This is an optimization exercise on Yosys and OpenROAD, whose aim is small area and a short achievable clock period, not a production implementation.
RTL that was checked went through simulation tests only; none was proved equivalent to the original.
Only the layout flow was run in run 2; the RTL was not checked for function there.
Power is estimated from default activity; no workload was simulated.

==> flow/design.v, too long to show whole: its modules and the start of the top module <==
// module array_multiplier: 1336 lines
// module mult_fa: 10 lines
// module mult_xor: 7 lines
// module mult_xnor: 7 lines
// module mult_or: 7 lines
module array_multiplier (
	input  logic                     clk,
	input  logic                     reset,
	input  logic                     in_valid,
	input  mult_sizes_pkg::operand_t x,
	input  mult_sizes_pkg::operand_t y,
	output logic                     product_valid,
	output mult_sizes_pkg::product_t product
);
  // ...
==> flow/flow/run.sh <==
#!/bin/bash
# Layout flow: the standard ORFS flow (standard.sh, unchanged synthesis),
# with smaller port buffers and a clock tree built from clkbuf_8 without
# dummy loads. Each tool's output goes to a log file in this folder.
set -euo pipefail
export BUFFER_PORTS_ARGS="-buffer_cell sky130_fd_sc_hd__buf_1"
export CTS_ARGS="-sink_clustering_enable -repair_clock_nets -sink_clustering_size 12 -sink_clustering_max_diameter 60 -buf_list sky130_fd_sc_hd__clkbuf_8 -dont_use_dummy_load"
bash standard.sh finish > flow_make.log 2>&1
==> flow/standard.sh <==
#!/bin/bash
# synth_recipe.tcl (not shown) runs the flow's synth.tcl, then flattens the netlist and writes it again
# the make line also repeats each setting of config.mk as NAME=value (left out here)
make -C /OpenROAD-flow-scripts/flow DESIGN_CONFIG=/design/flow/config.mk WORK_HOME=/design/flow/orfs CLKGATE_MAP_FILE= SYNTH_SCRIPT=/design/flow/synth_recipe.tcl "${@:-finish}"
==> flow/config.mk <==
export PLATFORM = sky130hd
export DESIGN_NAME = array_multiplier
export DESIGN_NICKNAME = array_multiplier
export VERILOG_FILES = /design/flow/design.v
export SDC_FILE = /design/flow/constraint.sdc
export NUM_CORES = 4
export LEC_CHECK = 0
export CAP_MARGIN = 20
export CORE_MARGIN = 2
export CORE_UTILIZATION = 70
export PLACE_DENSITY = 0.85
export SETUP_SLACK_MARGIN = 3.7
export SLEW_MARGIN = 20
export SYNTH_HIERARCHICAL = 1
==> flow/constraint.sdc <==
create_clock -name core_clock -period 6.0 [get_ports {clk}]
set_input_delay 1.2000 -clock core_clock [delete_from_list [all_inputs] [get_ports {clk}]]
set_output_delay 1.2000 -clock core_clock [all_outputs]
set_load 0.01 [all_outputs]
==> flow_metrics.tcl, run 1 <==
set metrics [dict create \
    status "no timing/DRC/antenna violations" \
    r2r-end "r949" \
    p_seq_uw 2280 \
    tap_cells 188 \
    inverters_excl_clock 8 \
    cts-htree-levels 1 \
    portBuffers 67 \
    critPathKind "register to register" \
    required_ps 6360 \
    sh_seq_area_pct 38.0 \
    cts_tree "yes" \
    routed_wirelength_um 23000 \
    reg2reg_depth 4 \
    finalCoreUtilization_pct 77.5 \
    cap_violations 0 \
    antenna_cells 0 \
    cp.arrival_ps 2640 \
    initial_core_util_pct 71.3 \
    largestClassByArea "multi-input gates" \
    synth_mux_area_share_pct 0 \
    dieArea_mm2 0.0164 \
    synth_fa_ha_area_share_pct 39.7 \
    syn2layout_area_growth_pct 8.72 \
    drive_gt1_share_pct 9.76 \
    cts_sinks 217 \
    final_common_cell "nand2_1" \
    critPathBufInv 0 \
    period_share_pct 38.0 \
    globalRouteMet2Util_pct 47.9 \
]
==> inputs of run 2 (changes only) <==
--- a/flow/design.v
+++ b/flow/design.v
@@ -207,30 +207,31 @@
 	logic r1028;
 	logic r1029;
 	logic r1030;
 	logic r1031;
 	logic r1032;
 	logic r1033;
 	logic r1034;
 	logic r1035;
+	logic r1036;
 	logic r1037;
-	logic r1038;
+	logic r1039;
 	logic r1040;
-	logic r1041;
+	logic r1042;
 	logic r1043;
-	logic r1044;
+	logic r1045;
 	logic r1046;
-	logic r1047;
-	logic r1049;
-	logic r1051;
-	logic r1053;
-	logic r1055;
-	logic r1057;
-	logic r1059;
+	logic r1048;
+	logic r1050;
+	logic r1052;
+	logic r1054;
+	logic r1056;
+	logic r1058;
+	logic r1060;
 	wire pp1 = ~(r866 & r867);
 	wire pp2 = ~(r868 & r867);
 	wire pp3 = ~(r869 & r867);
 	wire pp4 = ~(r870 & r867);
 	wire pp5 = ~(r871 & r867);
 	wire pp6 = ~(r872 & r867);
 	wire pp7 = ~(r873 & r867);
 	wire pp8 = ~(r874 & r867);
@@ -490,27 +491,27 @@
 	wire s261, c262;
 	mult_xnor u_s261 (.a(pp49), .b(c258), .y(s261));
 	mult_or u_c262 (.a(pp49), .b(c258), .y(c262));
 	wire s263, c264;
 	mult_fa u_s263 (.a(pp5), .b(pp20), .c(pp35), .s(s263), .co(c264));
 	wire s265, c266;
 	mult_fa u_s265 (.a(pp50), .b(pp65), .c(c260), .s(s265), .co(c266));
 	wire s267, c268;
-	mult_xnor u_s267 (.a(c262), .b(s263), .y(s267));
-	mult_or u_c268 (.a(c262), .b(s263), .y(c268));
+	mult_xnor u_s267 (.a(s263), .b(c262), .y(s267));
+	mult_or u_c268 (.a(s263), .b(c262), .y(c268));
 	wire s269, c270;
 	mult_fa u_s269 (.a(pp6), .b(pp21), .c(pp36), .s(s269), .co(c270));
 	wire s271, c272;
 	mult_fa u_s271 (.a(pp51), .b(pp66), .c(pp81), .s(s271), .co(c272));
 	wire s273, c274;
 	mult_fa u_s273 (.a(c264), .b(s269), .c(s271), .s(s273), .co(c274));
 	wire s275, c276;
-	mult_xnor u_s275 (.a(c268), .b(c266), .y(s275));
-	mult_or u_c276 (.a(c268), .b(c266), .y(c276));
+	mult_xnor u_s275 (.a(c266), .b(c268), .y(s275));
+	mult_or u_c276 (.a(c266), .b(c268), .y(c276));
 	wire s277, c278;
 	mult_fa u_s277 (.a(pp7), .b(pp22), .c(pp37), .s(s277), .co(c278));
 	wire s279, c280;
 	mult_fa u_s279 (.a(pp52), .b(pp67), .c(pp82), .s(s279), .co(c280));
 	wire s281, c282;
 	mult_fa u_s281 (.a(pp97), .b(c270), .c(c272), .s(s281), .co(c282));
 	wire s283, c284;
 	mult_fa u_s283 (.a(s277), .b(s279), .c(c274), .s(s283), .co(c284));
@@ -574,18 +575,18 @@
 	mult_fa u_s337 (.a(c316), .b(c318), .c(s329), .s(s337), .co(c338));
 	wire s339, c340;
 	mult_fa u_s339 (.a(s331), .b(s333), .c(c320), .s(s339), .co(c340));
 	wire s341, c342;
 	mult_fa u_s341 (.a(c322), .b(s335), .c(s337), .s(s341), .co(c342));
 	wire s343, c344;
 	mult_fa u_s343 (.a(r907), .b(r908), .c(r909), .s(s343), .co(c344));
 	wire s345, c346;
-	mult_xnor u_s345 (.a(c326), .b(c328), .y(s345));
-	mult_or u_c346 (.a(c326), .b(c328), .y(c346));
+	mult_xnor u_s345 (.a(c326), .b(s343), .y(s345));
+	mult_or u_c346 (.a(c326), .b(s343), .y(c346));
 	wire s347, c348;
 	mult_fa u_s347 (.a(pp12), .b(pp27), .c(pp42), .s(s347), .co(c348));
 	wire s349, c350;
 	mult_fa u_s349 (.a(pp57), .b(pp72), .c(pp87), .s(s349), .co(c350));
 	wire s351, c352;
 	mult_fa u_s351 (.a(pp102), .b(pp117), .c(pp132), .s(s351), .co(c352));
 	wire s353, c354;
 	mult_fa u_s353 (.a(pp147), .b(pp162), .c(pp177), .s(s353), .co(c354));
@@ -595,18 +596,18 @@
 	mult_fa u_s357 (.a(s347), .b(s349), .c(s351), .s(s357), .co(c358));
 	wire s359, c360;
 	mult_fa u_s359 (.a(s353), .b(c336), .c(c338), .s(s359), .co(c360));
 	wire s361, c362;
 	mult_fa u_s361 (.a(r910), .b(r911), .c(r912), .s(s361), .co(c362));
 	wire s363, c364;
 	mult_fa u_s363 (.a(r913), .b(r914), .c(s361), .s(s363), .co(c364));
 	wire s365, c366;
-	mult_xnor u_s365 (.a(c344), .b(c346), .y(s365));
-	mult_or u_c366 (.a(c344), .b(c346), .y(c366));
+	mult_xnor u_s365 (.a(c344), .b(s363), .y(s365));
+	mult_or u_c366 (.a(c344), .b(s363), .y(c366));
 	wire s367, c368;
 	mult_fa u_s367 (.a(pp13), .b(pp28), .c(pp43), .s(s367), .co(c368));
 	wire s369, c370;
 	mult_fa u_s369 (.a(pp58), .b(pp73), .c(pp88), .s(s369), .co(c370));
 	wire s371, c372;
 	mult_fa u_s371 (.a(pp103), .b(pp118), .c(pp133), .s(s371), .co(c372));
 	wire s373, c374;
 	mult_fa u_s373 (.a(pp148), .b(pp163), .c(pp178), .s(s373), .co(c374));
@@ -917,48 +918,48 @@
 	mult_fa u_s673 (.a(c666), .b(s671), .c(c668), .s(s673), .co(c674));
 	wire s675, c676;
 	mult_fa u_s675 (.a(pp240), .b(pp255), .c(c672), .s(s675), .co(c676));
 	wire t677 = ~pp1;
 	wire g678 = pp2 & pp17;
 	wire p679 = pp2 ^ pp17;
 	wire g680 = pp33 & s257;
 	wire p681 = pp33 ^ s257;
-	wire g682 = s261 & s259;
-	wire p683 = s261 ^ s259;
+	wire g682 = s259 & s261;
+	wire p683 = s259 ^ s261;
 	wire g684 = s267 & s265;
 	wire p685 = s267 ^ s265;
 	wire g686 = s273 & s275;
 	wire p687 = s273 ^ s275;
 	wire g688 = r981 & r982;
 	wire p689 = r981 ^ r982;
 	wire g690 = r983 & s297;
 	wire p691 = r983 ^ s297;
-	wire g692 = s311 & s309;
-	wire p693 = s311 ^ s309;
+	wire g692 = s309 & s311;
+	wire p693 = s309 ^ s311;
 	wire g694 = s325 & s327;
 	wire p695 = s325 ^ s327;
-	wire g696 = s343 & s345;
-	wire p697 = s343 ^ s345;
-	wire g698 = s363 & s365;
-	wire p699 = s363 ^ s365;
+	wire g696 = c328 & s345;
+	wire p697 = c328 ^ s345;
+	wire g698 = c346 & s365;
+	wire p699 = c346 ^ s365;
 	wire g700 = c366 & s387;
 	wire p701 = c366 ^ s387;
 	wire g702 = c388 & s411;
 	wire p703 = c388 ^ s411;
-	wire g704 = c412 & s437;
-	wire p705 = c412 ^ s437;
+	wire g704 = r984 & r985;
+	wire p705 = r984 ^ r985;
 	wire g706 = c438 & s465;
 	wire p707 = c438 ^ s465;
-	wire g708 = s491 & s493;
-	wire p709 = s491 ^ s493;
-	wire g710 = r984 & r985;
-	wire p711 = r984 ^ r985;
-	wire g712 = r986 & r987;
-	wire p713 = r986 ^ r987;
+	wire g708 = r986 & r987;
+	wire p709 = r986 ^ r987;
+	wire g710 = r988 & r989;
+	wire p711 = r988 ^ r989;
+	wire g712 = r990 & r991;
+	wire p713 = r990 ^ r991;
 	wire g714 = c544 & s565;
 	wire p715 = c544 ^ s565;
 	wire g716 = c566 & s585;
 	wire p717 = c566 ^ s585;
 	wire g718 = c586 & s603;
 	wire p719 = c586 ^ s603;
 	wire g720 = s619 & c604;
 	wire p721 = s619 ^ c604;
@@ -967,180 +968,180 @@
 	wire g724 = c634 & s645;
 	wire p725 = c634 ^ s645;
 	wire g726 = c646 & s655;
 	wire p727 = c646 ^ s655;
 	wire g728 = s663 & c656;
 	wire p729 = s663 ^ c656;
 	wire g730 = c664 & s669;
 	wire p731 = c664 ^ s669;
-	wire g732 = r988 & c670;
-	wire p733 = r988 ^ c670;
-	wire g734 = r989 & r990;
-	wire p735 = r989 ^ r990;
-	wire g736 = pp256 & c676;
-	wire p737 = pp256 ^ c676;
+	wire g732 = r992 & c670;
+	wire p733 = r992 ^ c670;
+	wire g734 = r993 & r994;
+	wire p735 = r993 ^ r994;
+	wire g736 = r995 & r996;
+	wire p737 = r995 ^ r996;
 	wire q738 = pp1 | t677;
 	wire q739 = g678 | (p679 & q738);
 	wire q740 = g680 | (p681 & q739);
 	wire q741 = g682 | (p683 & q740);
 	wire q742 = g684 | (p685 & q741);
-	wire q743 = g686 | (p687 & q742);
-	wire q744 = g688 | (p689 & r991);
+	wire q743 = r997 | (r998 & r999);
+	wire q744 = g688 | (p689 & q743);
 	wire q745 = g690 | (p691 & q744);
 	wire q746 = g692 | (p693 & q745);
 	wire q747 = g694 | (p695 & q746);
 	wire q748 = g696 | (p697 & q747);
 	wire q749 = g698 | (p699 & q748);
 	wire a750 = p699 & p697;
 	wire q751 = g702 | (p703 & g700);
-	wire a752 = r992 & r993;
-	wire q753 = r994 | (r995 & r996);
-	wire a754 = r995 & r997;
-	wire q755 = g710 | (p711 & r998);
-	wire a756 = p711 & r999;
-	wire q757 = r1000 | (r1001 & g712);
-	wire a758 = r1001 & p713;
-	wire q759 = r1002 | (r1003 & r1004);
-	wire a760 = r1003 & r1005;
-	wire q761 = r1006 | (r1007 & r1008);
-	wire a762 = r1007 & r1009;
-	wire q763 = g726 | (p727 & g724);
-	wire a764 = r1010 & r1011;
-	wire q765 = g730 | (p731 & g728);
-	wire a766 = r1012 & r1013;
-	wire q767 = r1014 | (r1015 & r1016);
-	wire a768 = r1015 & r1017;
-	wire q769 = g700 | (p701 & q749);
-	wire a770 = p701 & a750;
-	wire q771 = r1018 | (a752 & r1019);
-	wire a772 = a752 & r1020;
-	wire q773 = r998 | (r999 & q753);
-	wire a774 = r999 & a754;
+	wire a752 = r1000 & r1001;
+	wire q753 = r1002 | (r1003 & g704);
+	wire a754 = r1003 & p705;
+	wire q755 = g710 | (p711 & g708);
+	wire a756 = p711 & p709;
+	wire q757 = r1004 | (r1005 & g712);
+	wire a758 = r1005 & p713;
+	wire q759 = r1006 | (r1007 & r1008);
+	wire a760 = r1007 & r1009;
+	wire q761 = g722 | (p723 & g720);
+	wire a762 = r1010 & r1011;
+	wire q763 = r1012 | (r1013 & r1014);
+	wire a764 = r1013 & r1015;
+	wire q765 = r1016 | (r1017 & r1018);
+	wire a766 = r1017 & r1019;
+	wire q767 = r1020 | (r1021 & r1022);
+	wire a768 = r1021 & r1023;
+	wire q769 = r1024 | (r1001 & r1025);
+	wire a770 = r1001 & r1026;
+	wire q771 = r1027 | (a752 & r1025);
+	wire a772 = a752 & r1026;
+	wire q773 = g708 | (p709 & q753);
+	wire a774 = p709 & a754;
 	wire q775 = q755 | (a756 & q753);
 	wire a776 = a756 & a754;
-	wire q777 = r1004 | (r1005 & q757);
-	wire a778 = r1005 & a758;
+	wire q777 = r1008 | (r1009 & q757);
+	wire a778 = r1009 & a758;
 	wire q779 = q759 | (a760 & q757);
 	wire a780 = a760 & a758;
-	wire q781 = r1021 | (r1011 & q761);
-	wire a782 = r1011 & a762;
-	wire q783 = r1022 | (a764 & q761);
+	wire q781 = r1014 | (r1015 & r1028);
+	wire a782 = r1015 & a762;
+	wire q783 = q763 | (a764 & r1028);
 	wire a784 = a764 & a762;
-	wire q785 = r1016 | (r1017 & r1023);
-	wire a786 = r1017 & a766;
-	wire q787 = q767 | (a768 & r1023);
+	wire q785 = r1022 | (r1023 & q765);
+	wire a786 = r1023 & a766;
+	wire q787 = q767 | (a768 & q765);
 	wire a788 = a768 & a766;
-	wire q789 = r996 | (r997 & q771);
-	wire a790 = r997 & a772;
+	wire q789 = g704 | (p705 & q771);
+	wire a790 = p705 & a772;
 	wire q791 = q753 | (a754 & q771);
 	wire a792 = a754 & a772;
 	wire q793 = q773 | (a774 & q771);
 	wire a794 = a774 & a772;
 	wire q795 = q775 | (a776 & q771);
 	wire a796 = a776 & a772;
-	wire q797 = r1008 | (r1009 & q779);
-	wire a798 = r1009 & a780;
-	wire q799 = q761 | (a762 & q779);
+	wire q797 = r1029 | (r1011 & q779);
+	wire a798 = r1011 & a780;
+	wire q799 = r1028 | (a762 & q779);
 	wire a800 = a762 & a780;
 	wire q801 = q781 | (a782 & q779);
 	wire a802 = a782 & a780;
 	wire q803 = q783 | (a784 & q779);
 	wire a804 = a784 & a780;
-	wire q805 = r1025 | (r1027 & q787);
-	wire a806 = r1027 & a788;
+	wire q805 = r1030 | (r1031 & q787);
+	wire a806 = r1031 & a788;
 	wire q807 = g712 | (p713 & q795);
 	wire a808 = p713 & a796;
 	wire q809 = q757 | (a758 & q795);
 	wire a810 = a758 & a796;
 	wire q811 = q777 | (a778 & q795);
 	wire a812 = a778 & a796;
 	wire q813 = q779 | (a780 & q795);
 	wire a814 = a780 & a796;
 	wire q815 = q797 | (a798 & q795);
 	wire a816 = a798 & a796;
 	wire q817 = q799 | (a800 & q795);
 	wire a818 = a800 & a796;
 	wire q819 = q801 | (a802 & q795);
 	wire a820 = a802 & a796;
 	wire q821 = q803 | (a804 & q795);
 	wire a822 = a804 & a796;
-	wire q823 = r1028 | (r1013 & q821);
-	wire a824 = r1013 & a822;
-	wire q825 = r1023 | (a766 & q821);
+	wire q823 = r1018 | (r1019 & q821);
+	wire a824 = r1019 & a822;
+	wire q825 = q765 | (a766 & q821);
 	wire a826 = a766 & a822;
 	wire q827 = q785 | (a786 & q821);
 	wire a828 = a786 & a822;
 	wire q829 = q787 | (a788 & q821);
 	wire a830 = a788 & a822;
 	wire q831 = q805 | (a806 & q821);
 	wire a832 = a806 & a822;
-	wire t833 = ~r1030;
-	assign product[0] = ~r1031;
+	wire t833 = ~r1033;
+	assign product[0] = ~r1034;
 	wire x835;
 	mult_xnor u_x835 (.a(p679), .b(q738), .y(x835));
 	wire x836;
 	mult_xnor u_x836 (.a(p681), .b(q739), .y(x836));
 	wire x837;
 	mult_xnor u_x837 (.a(p683), .b(q740), .y(x837));
 	wire x838;
 	mult_xnor u_x838 (.a(p685), .b(q741), .y(x838));
 	wire x839;
-	mult_xnor u_x839 (.a(p687), .b(q742), .y(x839));
+	mult_xnor u_x839 (.a(r998), .b(r999), .y(x839));
 	wire x840;
-	mult_xnor u_x840 (.a(p689), .b(r991), .y(x840));
+	mult_xnor u_x840 (.a(p689), .b(q743), .y(x840));
 	wire x841;
 	mult_xnor u_x841 (.a(p691), .b(q744), .y(x841));
 	wire x842;
 	mult_xnor u_x842 (.a(p693), .b(q745), .y(x842));
 	wire x843;
 	mult_xnor u_x843 (.a(p695), .b(q746), .y(x843));
 	wire x844;
 	mult_xnor u_x844 (.a(p697), .b(q747), .y(x844));
 	wire x845;
 	mult_xnor u_x845 (.a(p699), .b(q748), .y(x845));
 	wire x846;
-	mult_xnor u_x846 (.a(r993), .b(r1019), .y(x846));
+	mult_xnor u_x846 (.a(r1001), .b(r1025), .y(x846));
 	wire x847;
-	mult_xnor u_x847 (.a(r992), .b(r1032), .y(x847));
+	mult_xnor u_x847 (.a(r1000), .b(q769), .y(x847));
 	wire x848;
-	mult_xnor u_x848 (.a(r997), .b(q771), .y(x848));
+	mult_xnor u_x848 (.a(p705), .b(q771), .y(x848));
 	wire x849;
-	mult_xnor u_x849 (.a(r995), .b(q789), .y(x849));
+	mult_xnor u_x849 (.a(r1003), .b(q789), .y(x849));
 	wire x850;
-	mult_xnor u_x850 (.a(r999), .b(q791), .y(x850));
+	mult_xnor u_x850 (.a(p709), .b(q791), .y(x850));
 	wire x851;
 	mult_xnor u_x851 (.a(p711), .b(q793), .y(x851));
 	wire x852;
 	mult_xnor u_x852 (.a(p713), .b(q795), .y(x852));
 	wire x853;
-	mult_xnor u_x853 (.a(r1001), .b(q807), .y(x853));
+	mult_xnor u_x853 (.a(r1005), .b(q807), .y(x853));
 	wire x854;
-	mult_xnor u_x854 (.a(r1005), .b(q809), .y(x854));
+	mult_xnor u_x854 (.a(r1009), .b(q809), .y(x854));
 	wire x855;
-	mult_xnor u_x855 (.a(r1003), .b(q811), .y(x855));
+	mult_xnor u_x855 (.a(r1007), .b(q811), .y(x855));
 	wire x856;
-	mult_xnor u_x856 (.a(r1009), .b(q813), .y(x856));
+	mult_xnor u_x856 (.a(r1011), .b(q813), .y(x856));
 	wire x857;
-	mult_xnor u_x857 (.a(r1007), .b(q815), .y(x857));
+	mult_xnor u_x857 (.a(r1010), .b(q815), .y(x857));
 	wire x858;
-	mult_xnor u_x858 (.a(r1011), .b(q817), .y(x858));
+	mult_xnor u_x858 (.a(r1015), .b(q817), .y(x858));
 	wire x859;
-	mult_xnor u_x859 (.a(r1010), .b(q819), .y(x859));
+	mult_xnor u_x859 (.a(r1013), .b(q819), .y(x859));
 	wire x860;
-	mult_xnor u_x860 (.a(r1013), .b(q821), .y(x860));
+	mult_xnor u_x860 (.a(r1019), .b(q821), .y(x860));
 	wire x861;
-	mult_xnor u_x861 (.a(r1012), .b(q823), .y(x861));
+	mult_xnor u_x861 (.a(r1017), .b(q823), .y(x861));
 	wire x862;
-	mult_xnor u_x862 (.a(r1017), .b(q825), .y(x862));
+	mult_xnor u_x862 (.a(r1023), .b(q825), .y(x862));
 	wire x863;
-	mult_xnor u_x863 (.a(r1015), .b(q827), .y(x863));
+	mult_xnor u_x863 (.a(r1021), .b(q827), .y(x863));
 	wire x864;
-	mult_xnor u_x864 (.a(r1027), .b(q829), .y(x864));
-	assign product[31] = ~r1033;
+	mult_xnor u_x864 (.a(r1031), .b(q829), .y(x864));
+	assign product[31] = ~r1035;
 	always_ff @(posedge clk) begin
 		r866 <= x[0];
 		r867 <= y[0];
 		r868 <= x[1];
 		r869 <= x[2];
 		r870 <= x[3];
 		r871 <= x[4];
 		r872 <= x[5];
@@ -1164,18 +1165,18 @@
 		r890 <= y[8];
 		r891 <= y[9];
 		r892 <= y[10];
 		r893 <= y[11];
 		r894 <= y[12];
 		r895 <= y[13];
 		r896 <= y[14];
 		r897 <= y[15];
-		r898 <= c286;
-		r899 <= c284;
+		r898 <= c284;
+		r899 <= c286;
 		r900 <= c294;
 		r901 <= s305;
 		r902 <= s307;
 		r903 <= c296;
 		r904 <= s321;
 		r905 <= c308;
 		r906 <= s323;
 		r907 <= c324;
@@ -1250,93 +1251,94 @@
 		r976 <= c654;
 		r977 <= s661;
 		r978 <= c660;
 		r979 <= s667;
 		r980 <= c662;
 		r981 <= s285;
 		r982 <= s283;
 		r983 <= s295;
-		r984 <= c494;
-		r985 <= s519;
-		r986 <= s543;
-		r987 <= c520;
-		r988 <= s673;
-		r989 <= s675;
-		r990 <= c674;
-		r991 <= q743;
-		r992 <= p703;
-		r993 <= p701;
-		r994 <= g706;
-		r995 <= p707;
-		r996 <= g704;
-		r997 <= p705;
-		r998 <= g708;
-		r999 <= p709;
-		r1000 <= g714;
-		r1001 <= p715;
-		r1002 <= g718;
-		r1003 <= p719;
-		r1004 <= g716;
-		r1005 <= p717;
-		r1006 <= g722;
-		r1007 <= p723;
-		r1008 <= g720;
-		r1009 <= p721;
-		r1010 <= p727;
-		r1011 <= p725;
-		r1012 <= p731;
-		r1013 <= p729;
-		r1014 <= g734;
-		r1015 <= p735;
-		r1016 <= g732;
-		r1017 <= p733;
-		r1018 <= q751;
-		r1019 <= q749;
-		r1020 <= a750;
-		r1021 <= g724;
-		r1022 <= q763;
-		r1023 <= q765;
-		r1024 <= g736;
-		r1025 <= r1024;
-		r1026 <= p737;
-		r1027 <= r1026;
-		r1028 <= g728;
-		r1029 <= t677;
-		r1030 <= r1029;
-		r1031 <= t833;
-		r1032 <= q769;
-		r1033 <= q831;
-		r1034 <= x835;
-		r1035 <= r1034;
-		product[1] <= r1035;
-		r1037 <= x836;
-		r1038 <= r1037;
-		product[2] <= r1038;
-		r1040 <= x837;
-		r1041 <= r1040;
-		product[3] <= r1041;
-		r1043 <= x838;
-		r1044 <= r1043;
-		product[4] <= r1044;
-		r1046 <= x839;
-		r1047 <= r1046;
-		product[5] <= r1047;
-		r1049 <= x840;
-		product[6] <= r1049;
-		r1051 <= x841;
-		product[7] <= r1051;
-		r1053 <= x842;
-		product[8] <= r1053;
-		r1055 <= x843;
-		product[9] <= r1055;
-		r1057 <= x844;
-		product[10] <= r1057;
-		r1059 <= x845;
-		product[11] <= r1059;
+		r984 <= c412;
+		r985 <= s437;
+		r986 <= s491;
+		r987 <= s493;
+		r988 <= c494;
+		r989 <= s519;
+		r990 <= s543;
+		r991 <= c520;
+		r992 <= s673;
+		r993 <= s675;
+		r994 <= c674;
+		r995 <= pp256;
+		r996 <= c676;
+		r997 <= g686;
+		r998 <= p687;
+		r999 <= q742;
+		r1000 <= p703;
+		r1001 <= p701;
+		r1002 <= g706;
+		r1003 <= p707;
+		r1004 <= g714;
+		r1005 <= p715;
+		r1006 <= g718;
+		r1007 <= p719;
+		r1008 <= g716;
+		r1009 <= p717;
+		r1010 <= p723;
+		r1011 <= p721;
+		r1012 <= g726;
+		r1013 <= p727;
+		r1014 <= g724;
+		r1015 <= p725;
+		r1016 <= g730;
+		r1017 <= p731;
+		r1018 <= g728;
+		r1019 <= p729;
+		r1020 <= g734;
+		r1021 <= p735;
+		r1022 <= g732;
+		r1023 <= p733;
+		r1024 <= g700;
+		r1025 <= q749;
+		r1026 <= a750;
+		r1027 <= q751;
+		r1028 <= q761;
+		r1029 <= g720;
+		r1030 <= g736;
+		r1031 <= p737;
+		r1032 <= t677;
+		r1033 <= r1032;
+		r1034 <= t833;
+		r1035 <= q831;
+		r1036 <= x835;
+		r1037 <= r1036;
+		product[1] <= r1037;
+		r1039 <= x836;
+		r1040 <= r1039;
+		product[2] <= r1040;
+		r1042 <= x837;
+		r1043 <= r1042;
+		product[3] <= r1043;
+		r1045 <= x838;
+		r1046 <= r1045;
+		product[4] <= r1046;
+		r1048 <= x839;
+		product[5] <= r1048;
+		r1050 <= x840;
+		product[6] <= r1050;
+		r1052 <= x841;
+		product[7] <= r1052;
+		r1054 <= x842;
+		product[8] <= r1054;
+		r1056 <= x843;
+		product[9] <= r1056;
+		r1058 <= x844;
+		product[10] <= r1058;
+		r1060 <= x845;
+		product[11] <= r1060;
 		product[12] <= x846;
 		product[13] <= x847;
 		product[14] <= x848;
 		product[15] <= x849;
 		product[16] <= x850;
 		product[17] <= x851;
 		product[18] <= x852;
 		product[19] <= x853;
==> flow/config.mk (replaced) <==
export PLATFORM = sky130hd
export DESIGN_NAME = array_multiplier
export DESIGN_NICKNAME = array_multiplier
export VERILOG_FILES = /design/flow/design.v
export SDC_FILE = /design/flow/constraint.sdc
export NUM_CORES = 4
export LEC_CHECK = 0
export CAP_MARGIN = 20
export CORE_MARGIN = 2
export CORE_UTILIZATION = 40
export SETUP_SLACK_MARGIN = 3.75
export SLEW_MARGIN = 20
export SYNTH_HIERARCHICAL = 1
==> run 2 against run 1 <==
  * Largest cell class unchanged
  * Synthesized cell count down 0.45%
  * Synthesized area is essentially flat
  * Die area is 72% higher
  * Still clean on timing, DRC and antenna
  * Sequential cell count up 1
  * Design area increased by 2.8%
  * Maximum frequency increased by 1.5%
  * Sequential power about the same
  * Clock-buffer cell count increased by 2
  * Utilization shrank 32 points
  * Clock power up 4.8%
  * Non-clock buffer count grew 12
==> flow_metrics.tcl, run 2 <==
set metrics [dict create \
    synthTopCellsByCount "nand2_1 (260), dfxtp_1 (218), fa_1 (195)" \
    routed_wirelength_um 22600 \
    crit_fanout 16 \
    crit_path_top_delay_cell "fa_1" \
    drc_errors 0 \
    period_minus_slack_ps 2240 \
    synth_top_family_by_area "adder cells" \
    critPathKind "register to register" \
    drive_gt1_share_pct 12.0 \
    top_register "product" \
    synth_compound_area_share_pct 3.21 \
    antenna_found_initial 0 \
    antenna_cells 0 \
    ys.flop_type "dfxtp_1" \
    p_sw_share_pct 34.4 \
    syn_area_per_cell_um2 12.1 \
    core_area_mm2 0.0267 \
    place_congestion 0.854 \
    initial_core_util_pct 40.4 \
    clk_path_buf_depth 3 \
    p_int_uw 3450 \
    setup_tns_ps 0 \
    fin_area_mm2 0.0121 \
    ys_ff_latch 218 \
    largest_register_ffs 30 \
    reg2reg_from "r873" \
    clkPwrFrac_pct 15.5 \
    seqPwrFrac_pct 43.1 \
    wire_per_inst_um 17.5 \
    via_per_inst 4.88 \
    rsz0062_at_grt "true" \
    min_path_cells 0 \
    path_clk_slew_ps 70 \
    ys_top_cells_by_area "dfxtp_1 (40%), fa_1 (36%), nand2_1 (9.0%)" \
    dp_hpwl_um 15900 \
    cp-end-kind "register" \
    path_cells "nand2_1 -> fa_1 -> fa_1 -> fa_1" \
    setup.worst_path.start_class "register" \
    ant_nets 0 \
    clk_latency_ps 540 \
    synth_area_leader_cell "dfxtp_1" \
    ys_types 29 \
    grt_max_degree 17 \
    nFillCells 2510 \
    yosys_warnings 7 \
    portBuffers 67 \
    synth.most_common_cell "nand2_1" \
    period_share_pct 37.4 \
    grt.total_usage_pct 16.4 \
    cts_sinks 218 \
    multiInputGateArea_mm2 0.00618 \
    p_leak_uw 0.00452 \
    synth_fa_ha_area_share_pct 39.7 \
    grt_pass1_vias 6997 \
    r2r-end "r937" \
    cpPeakStageDelay_ps 580 \
    cap_violations 0 \
    place_area_mm2 0.0113 \
    num_vias 6312 \
    drv_slew 0 \
    yosysSeqAreaShare_pct 40.4 \
    gr-total-overflow 0 \
    cts-htree-levels 1 \
    regArea_mm2 0.00449 \
    synth-simple-area-share_pct 10.6 \
    drt_iter0_drc 319 \
    syn2layout_area_growth_pct 11.8 \
    synth.top_cell.area_share_pct 40.4 \
    first_pass_iters 5 \
    reg2reg_depth 4 \
    final_nets 1215 \
    synth_edf_count 0 \
    syn_area_mm2 0.0108 \
    final_cell_mix "nand2_1 (260), fa_1 (191), dfxtp_1 (182)" \
    critPathBufInv 0 \
    status "no timing/DRC/antenna violations" \
    pwr-share-comb_pct 41.4 \
    cpMostUsedCell "fa_1" \
    final_common_cell "nand2_1" \
    syn_inst 892 \
    io_pins 68 \
    numCtsBuffers 24 \
    cts-root-buf "clkbuf_8" \
    cp.arrival_ps 2610 \
    synth_mux_area_share_pct 0 \
    cp_top_family "adder cells" \
    rows 60 \
    ff2ff_setup_slack_ps 3760 \
    grt_first_pass_wirelength_um 36300 \
    placed_cells 1241 \
    required_ps 6370 \
    p_switching_uw 1810 \
    cts_tree "yes" \
    min_from "r1032" \
    hold_violations 0 \
    finalCoreUtilization_pct 45.1 \
    min_to "r1033" \
    power.density_mw_per_mm2 436 \
    ir_worst_vdd_mv 0.248 \
    stdcell_count 1294 \
    fmaxAchievable_mhz 446 \
    synth-xor-area-share_pct 3.65 \
    syn_nets 1152 \
    dieArea_mm2 0.0283 \
    die_h_um 168 \
    startpoint "r873" \
    hp-class "register to register" \
    hold_buffers 0 \
    die_w_um 168 \
    setup_viol 0 \
    finClkSkew_ps 42.7 \
    synth_async_sr_flop_share_pct 0 \
]
run 2: power groups by stage:
stage | logic [uW] | registers (uW) | clock network, uW
4_1_cts | 2190 | 2290 | 868
5_1_grt | 2550 | 2320 | 918
3_5_place_dp | 2170 | 2320 | 0
6_report | 2180 | 2270 | 813
2_1_floorplan | 1650 | 2250 | 0
3_3_place_gp | 2110 | 2320 | 0
run 2: cells by family (layout without fill, tap and decap cells):
family | count (synthesis) | in the layout
other | 1 | 1
and+or+nand+nor | 289 | 289
buffers and inverters | 68 | 129
DFF | 218 | 218
adders and majority gates | 225 | 225
xor gates and xnor gates | 45 | 45
AOI/OAI and AO/OA | 46 | 46
run 2: final cells by class:
cell class,instances,share of cell area [%]
multi-input combinational,606,51.3
sequential,218,37.2
clock buffer,24,2.74
inverter,8,0.249
tap,341,3.54
timing repair buffer,97,4.99
run 2: layer usage:
| metal | wire (um) | vias up | share of wire [%] | GRT usage, % |
|---|---|---|---|---|
| met3 | 2280 | 44 | 10 | 5.27 |
| met4 | 497 | 0 | 2.2 | 4.80 |
| met5 | 0 | - | 0 | 0 |
| met1 | 9230 | 3181 | 41 | 21.3 |
| li1 | - | 2834 | - | - |
| met2 | 10600 | 253 | 47 | 26.6 |
run 2: worst reg2reg max path: cells and delay by family (launching register included):
kind	cells	cell delay [ps]
DFF	1	500
adders and majority gates	3	1470
and+or+nand+nor	1	120
run 2: per-stage QoR:
step,power [uW],setup slack [ps],hold slack [ps]
5_1_grt,5790,3690,313
4_1_cts,5340,3750,317
3_3_place_gp,4430,3320,311
3_5_place_dp,4490,3320,312
2_1_floorplan,3900,3750,310
6_report,5260,3760,315
run 2: modules after synthesis, one instance, submodules excluded:
| module | cells | copies in the design | flops+latches | cell area, um^2 |
|---|---|---|---|---|
| mult_fa | 1 | 195 | 0 | 20.0 |
| mult_xnor | 1 | 45 | 0 | 8.76 |
| array_multiplier | 637 | 1 | 218 | 6400 |
| mult_or | 1 | 15 | 0 | 6.26 |
run 2: worst max-delay path by stage:
stage | end | slack [ps] | cells past startpoint
global route | r937 | 3690 | 4
detailed placement | r926 | 3320 | 4
finish | r937 | 3760 | 4
floorplan | r926 | 3750 | 6
CTS | product[9] | 3750 | 1
global placement | r935 | 3320 | 4
run 2: what timing repair did:
action	CTS	global route
buffers inserted	1	28
resized for setup	72	21
gates cloned	0	0
endpoints found under the setup margin	80	36
pin swaps	0	0

==> re-timing with driven ports <==
In the flow no input, the clock included, has a driving cell. The finished layouts below were timed again as built, in two steps. Step 1 assumes that a clkbuf_16 drives the clock port and a buf_2 every other input. Step 2, shift: input delay + t, output delay - t, t = (earliest + latest rising clock arrival at the registers) / 2. This alone moves slack from input paths to output paths. a / b / c = ideal / step 1 / step 2; a / b = the first two.
| run | t, ns | slack for setup (ns) | worst setup path after step 2 |
|---|---|---|---|
| run 1 | 0.560 | 3.722 / 3.711 / 3.722 | register to register |
| run 2 | 0.561 | 3.757 / 3.749 / 3.757 | register to register |
After both steps every run listed still meets setup and hold.
